Context: an optimization exercise on an open-source flow, tuned for small area, a short achievable clock period and few clock cycles per item. The choices shown serve that exercise and are no tape-out recipe. Function was checked by simulation only, so behaviour that the tests miss may differ from the original. Power figures rest on the tool's default switching activity, not on a simulated workload.

Design prefix_adder_top, start of the top module:
module prefix_adder_top (
	input wire logic clk,
	input wire logic reset,
	input wire logic valid_in,
	input wire logic ready_in,
	input wire prefix_ctrl_pkg::tag_t tag_in,
	input wire prefix_data_pkg::block_t data_in,
	output logic busy,
	output logic ready_out,
	output logic valid_out,
	output prefix_ctrl_pkg::tag_t tag_out,
	output prefix_data_pkg::block_t data_out
);
For scale: about 840 cells after synthesis, ~200 I/O pins, roughly 6800 um^2 of cells after synthesis.
Settings: LEC_CHECK=0, ABC_AREA=1, CAP_MARGIN=20, CORE_MARGIN=2, CORE_UTILIZATION=75, SLEW_MARGIN=20; clock period 4.0 ns.
standard.sh (not shown) runs the stock make flow with config.mk's settings and CLKGATE_MAP_FILE= SYNTH_SCRIPT=/design/flow/synth_recipe.tcl, a recipe that flattens the netlist after the stock synthesis.
==> flow/flow/run.sh <==
#!/bin/bash
# Layout flow: the standard layout (standard.sh), with ADDER_MAP_FILE empty so adders are
# left to ABC, and port buffers starting as buf_1 (repair resizes them where timing needs it).
# Each make run's full output goes to a log file in the work folder.
set -euo pipefail
WORK=$(pwd)
bash standard.sh \
	ADDER_MAP_FILE= \
	"BUFFER_PORTS_ARGS=-buffer_cell sky130_fd_sc_hd__buf_1" \
	finish > "$WORK/make_finish.log" 2>&1
Testbench counts at the start, summed over its fixed seeds: cycles 2,056, items 2,048.
==> next run, changes <==
--- a/flow/config.mk
+++ b/flow/config.mk
@@ -11 +11 @@
-export CORE_UTILIZATION = 75
+export CORE_UTILIZATION = 85
After rerunning:
- With this change the flow stopped in global routing on GRT-0116
- synthesized cell count stays the same
- area after synthesis stays the same
==> next run, changes <==
--- a/flow/config.mk
+++ b/flow/config.mk
@@ -11 +11 @@
-export CORE_UTILIZATION = 85
+export CORE_UTILIZATION = 65
Now the flow passed the timing, design-rule and antenna checks. Synthesized cell count does not change. Synthesized area does not change.
==> next run, changes <==
==> flow/flow/run.sh (replaced) <==
#!/bin/bash
# Layout flow: the standard layout (standard.sh), with port buffers starting as buf_1
# (repair resizes them where timing needs it). Synthesis is the standard one.
# Each make run's full output goes to a log file in the work folder.
set -euo pipefail
WORK=$(pwd)
bash standard.sh \
	"BUFFER_PORTS_ARGS=-buffer_cell sky130_fd_sc_hd__buf_1" \
	finish > "$WORK/make_finish.log" 2>&1
--- a/flow/config.mk
+++ b/flow/config.mk
@@ -8 +7,0 @@
-export ABC_AREA = 1
@@ -11 +10 @@
-export CORE_UTILIZATION = 65
+export CORE_UTILIZATION = 60
What happened: The changed run ran to the end with no violations; wire length decreases slightly; first-iteration DRC count decreases by a few percent; sequential share of layout area decreases by 1.8 points; setup slack degrades by 1.2 ns; count of clock-buffer cells in the layout decreases by 2; die area increases by a few percent; non-clock buffer count increases by 56; final area increases by a few percent; global-route usage decreases by 1.2 points.
==> next run, changes <==
==> flow/flow/run.sh (replaced) <==
#!/bin/bash
# Layout flow: the standard layout (standard.sh) with three changes, all in synthesis
# mapping or port buffering; registers, floorplan, power grid, CTS and routing are standard.
#  - synthesis runs synth_recipe.tcl unchanged, through flow/synth_wrap.tcl, which only swaps
#    the ABC script that maps the combinational logic for flow/abc_fast.script
#  - ADDER_MAP_FILE is empty, so adders are not frozen into full/half adder cells before ABC
#  - port buffers start as buf_1; repair resizes them where timing needs it
# Each make run's full output goes to a log file in the work folder.
set -euo pipefail
WORK=$(pwd)
bash standard.sh \
	SYNTH_SCRIPT="$WORK/flow/synth_wrap.tcl" \
	ADDER_MAP_FILE= \
	"BUFFER_PORTS_ARGS=-buffer_cell sky130_fd_sc_hd__buf_1" \
	finish > "$WORK/make_finish.log" 2>&1
==> flow/flow/abc_fast.script (new file) <==
strash
dch
map -D 500
topo
upsize
dnsize
==> flow/flow/synth_wrap.tcl (new file) <==
# The standard flow's synthesis script, with the ABC script for combinational mapping swapped
set flow_dir [file dirname [file normalize [info script]]]
set fast_abc_script [file join $flow_dir abc_fast.script]
proc abc {args} {
	set i [lsearch -exact $args -script]
	if { $i >= 0 } {
		lset args [expr {$i + 1}] $::fast_abc_script
	}
	puts "synth_wrap: abc {*}$args"
	yosys abc {*}$args
}
source [file join [file dirname $flow_dir] synth_recipe.tcl]
--- a/flow/config.mk
+++ b/flow/config.mk
@@ -10 +10,2 @@
-export CORE_UTILIZATION = 60
+export CORE_UTILIZATION = 40
+export SETUP_SLACK_MARGIN = 2.0
The changed run completed without violations; via count grows by 54%; worst setup slack is better by 1.2 ns; sequential cell count is unchanged; die area increases by about 60%; wire length came out higher by 37%; area after synthesis is higher by about 9%; worst hold slack improves by 0.020 ns; fmax climbs by 43%; register-to-register slack gets better by 0.03 ns; power is lower by about 12%.

## re-timing with driven ports
The flow's constraints put no driver on any port. The routed layouts listed below were extracted and timed again, unchanged, in two steps.
Step 1, drivers: a clkbuf_16 drives clk and a buf_2 each remaining input, both assumed.
Step 2 times the ports against the registers' clock, not the clock port: input delays grow and output delays shrink by t, the midpoint of the rising clock arrivals with the driver on.
a / b / c = no drivers / after step 1 / after step 2; a / b = the first two.
run	t, ns	setup slack, ns	clock arrival spread, ns	worst register clock-pin slew, ns	worst data-port slew with drivers (ns)
the first run	0.397	1.243 / 1.250 / 0.853	0.017 / 0.017	0.11 / 0.11	0.05
the third run	0.389	1.361 / 1.373 / 0.984	0.012 / 0.012	0.10 / 0.10	0.06
the fourth run	0.408	0.182 / 0.180 / -0.228	0.017 / 0.016	0.11 / 0.11	0.05
the fifth run	0.391	1.333 / 1.317 / 0.926	0.010 / 0.010	0.08 / 0.08	0.07
With both steps, setup timing fails in the fourth run, where it was met with ideal ports. The setup slack of the fourth run, which loses most, moves by -0.002 ns with the drivers and by -0.410 ns with both steps.
